Background: an optimization exercise with open tools, aiming at small area, a short achievable clock period and few clock cycles per item. Do not read the settings as production practice.
Only simulation tests tie the RTL to the original design; equivalence was not proved.

## rgb_to_hsl_convert
module rgb_to_hsl_convert (
    input  logic        i_clk,
    input  logic        i_rst_n,
    input  logic        i_valid,
    output logic        o_stall,
    input  logic [7:0]  i_red,
    input  logic [7:0]  i_green,
    input  logic [7:0]  i_blue,
    input  logic [7:0]  i_alpha,
    output logic        o_valid,
    input  logic        i_stall,
    output logic [12:0] o_hue,
    output logic [7:0]  o_saturation,
    output logic [7:0]  o_luminance,
    output logic [7:0]  o_alpha_out
);
    logic        en;
    logic [5:0]  vld;
    logic [12:0] n_hue;
    logic [7:0]  n_sat, n_lum, n_alpha;
    logic [7:0]  red, green, blue, alpha;
    assign red   = i_red;
    assign green = i_green;
    assign blue  = i_blue;
    assign alpha = i_alpha;
    assign en      = !(o_valid && i_stall);
    assign o_stall = !en;
    logic [7:0] dgrg__1;
    assign dgrg__1 = red & ~green;
    logic [7:0] dprg__2;
    assign dprg__2 = ~(red ^ green);
    logic [0:0] dc0rg__3;
    assign dc0rg__3 = dgrg__1[0];
    logic [0:0] dc1rg__4;
    assign dc1rg__4 = dgrg__1[0] | dprg__2[0];
    logic [0:0] dc0rg__5;
    assign dc0rg__5 = (dgrg__1[1] | (dprg__2[1] & dgrg__1[0]));
    logic [0:0] dc1rg__6;
    assign dc1rg__6 = (dgrg__1[1] | (dprg__2[1] & dgrg__1[0])) | (dprg__2[1] & dprg__2[0]);
    logic [0:0] dc0rg__7;
    assign dc0rg__7 = (dgrg__1[2] | (dprg__2[2] & (dgrg__1[1] | (dprg__2[1] & dgrg__1[0]))));
    logic [0:0] dc1rg__8;
    assign dc1rg__8 = (dgrg__1[2] | (dprg__2[2] & (dgrg__1[1] | (dprg__2[1] & dgrg__1[0])))) | (dprg__2[2] & (dprg__2[1] & dprg__2[0]));
    logic [0:0] dc0rg__9;
    assign dc0rg__9 = ((dgrg__1[3] | (dprg__2[3] & dgrg__1[2])) | ((dprg__2[3] & dprg__2[2]) & (dgrg__1[1] | (dprg__2[1] & dgrg__1[0]))));
    logic [0:0] dc1rg__10;
    assign dc1rg__10 = ((dgrg__1[3] | (dprg__2[3] & dgrg__1[2])) | ((dprg__2[3] & dprg__2[2]) & (dgrg__1[1] | (dprg__2[1] & dgrg__1[0])))) | ((dprg__2[3] & dprg__2[2]) & (dprg__2[1] & dprg__2[0]));
    logic [0:0] dc0rg__11;
    assign dc0rg__11 = (dgrg__1[4] | (dprg__2[4] & ((dgrg__1[3] | (dprg__2[3] & dgrg__1[2])) | ((dprg__2[3] & dprg__2[2]) & (dgrg__1[1] | (dprg__2[1] & dgrg__1[0]))))));
  ...
For scale: about 2400 cells after synthesis, ~75 I/O pins, roughly 21000 um2 of cells after synthesis.
make LEC_CHECK=0 ABC_AREA=1 CAP_MARGIN=20 CORE_MARGIN=2 CORE_UTILIZATION=40 GPL_ROUTABILITY_DRIVEN=0 SETUP_SLACK_MARGIN=4.2 SLEW_MARGIN=20 finish   # period 8.0 ns
run.sh (not shown) runs the stock make flow with config.mk's settings and CLKGATE_MAP_FILE= SYNTH_SCRIPT=/design/flow/synth_recipe.tcl, a recipe that flattens the netlist after the stock synthesis.
Testbench counts at the start, summed over its fixed seeds: cycles 32,048, pixels 32,000.
Edit:
GPL_ROUTABILITY_DRIVEN = unset   (was 0)
PLACE_DENSITY = 0.5   (was unset)
After rerunning: The changed run produced a clean layout. Clock-buffer cell count climbs by 2. Cell count barely changes. Cell area rises slightly. Wire length goes up by a little under a tenth. Fmax went down slightly. Global-route usage went up by 1.9 points.

* * *

## v2
rgb_to_hsl_convert again, from the RTL that the note above started with.
==> flow/config.mk <==
export PLATFORM = sky130hd
export DESIGN_NAME = rgb_to_hsl_convert
export DESIGN_NICKNAME = rgb_to_hsl_convert
export VERILOG_FILES = /design/flow/design.v
export SDC_FILE = /design/flow/constraint.sdc
export NUM_CORES = 4
export LEC_CHECK = 0
export ABC_AREA = 1
export CAP_MARGIN = 20
export CORE_MARGIN = 2
export CORE_UTILIZATION = 40
export SETUP_SLACK_MARGIN = 4.3
export SLEW_MARGIN = 20
==> flow/constraint.sdc <==
create_clock -name core_clock -period 8.0 [get_ports {i_clk}]
set_input_delay 1.6000 -clock core_clock [delete_from_list [all_inputs] [get_ports {i_clk}]]
set_output_delay 1.6000 -clock core_clock [all_outputs]
set_load 0.01 [all_outputs]
Testbench counts of v2, summed over its fixed seeds: cycles 32,048, pixels 32,000.
### v2 -> v15
Settings: SETUP_SLACK_MARGIN changed from 4.3 to 4.4.
--- outcome ---
- v15 reached the final stage; the timing, design-rule and antenna checks on its layout passed.
- v15 has net count of the finished layout above what v2 had.
- Re global-route usage: v2 and v15 aren't equal, and the lower value belongs to v2.
diff inputs: v15 => v10
Settings: a change of SETUP_SLACK_MARGIN from 4.4 to 4.0.
==> results.txt <==
- On post-route cell area, the lower figure sits with v10, not v15.
- Share of cell area taken by flip-flops and latches, v10 and v15, lower one = v15.
- Critical path capture point: o_stall -> v15, f__r1[5]$_DFFE_PN_ -> v10
- In v10 the overall fraction of global-route tracks in use turned out 0.69 points lower than in v15.
- From v15 to v10 the numbers moved as follows: number of instances resized during post-cts repair went down 92, worst setup slack decreased by 280 ps relative to the old numbers, clock buffer count now sits lower, number of cells on the critical path increased by 13 relative to the old numbers.
- Route | v10 vs v15 | wire shorter in v10
--- input diff v10..v47 ---
Settings: SETUP_SLACK_MARGIN now 4.2, was 4.0.
==> results.txt <==
Comparing v10 with v47, the DRC violation count after routing came out essentially unchanged.
The layout multi-input combinational cell count on v10 is in line with that on v47.
Core utilization ends up lower on v10.
v47 vs v10: number of cells on the worst reg-to-reg path up
v10 -> v47: first-pass GRT wire length increased slightly
Looking at startpoint-to-endpoint class of the critical path, the input pin to output pin result is from v47; the input pin to register one comes from v10.

[static timing again, ports no longer ideal]
Ports are ideal in the flow. The routed layouts listed here were re-timed in OpenROAD.
Step 1: set_driving_cell puts a clkbuf_16 on i_clk and a buf_2 on each other input, an assumption about the parent block.
Step 2 also shifts input and output timing later by t, the mid clock arrival at the registers, as if the neighbouring blocks saw the same clock.
a / b / c = ideal / step 1 / step 2; a / b = the first two.
run	shift t [ns]	slack for setup (ns)	latest minus earliest clock arrival (ns)	cell pins on the clock port's net
the first run of note 1	0.573	4.238 / 4.200 / 3.752	0.028 / 0.028	1
the second run of note 1	0.592	4.224 / 4.179 / 3.701	0.014 / 0.014	1
v2	0.579	4.357 / 4.330 / 3.791	0.021 / 0.021	1
v15	0.582	4.424 / 4.375 / 3.906	0.016 / 0.016	1
v10	0.577	4.140 / 4.167 / 3.590	0.020 / 0.020	1
v47	0.574	4.258 / 4.221 / 3.735	0.021 / 0.020	1
After both steps every run listed still meets setup and hold. For v2, which loses most, drivers alone change the setup slack by -0.027 ns; drivers and shift together by -0.566 ns.
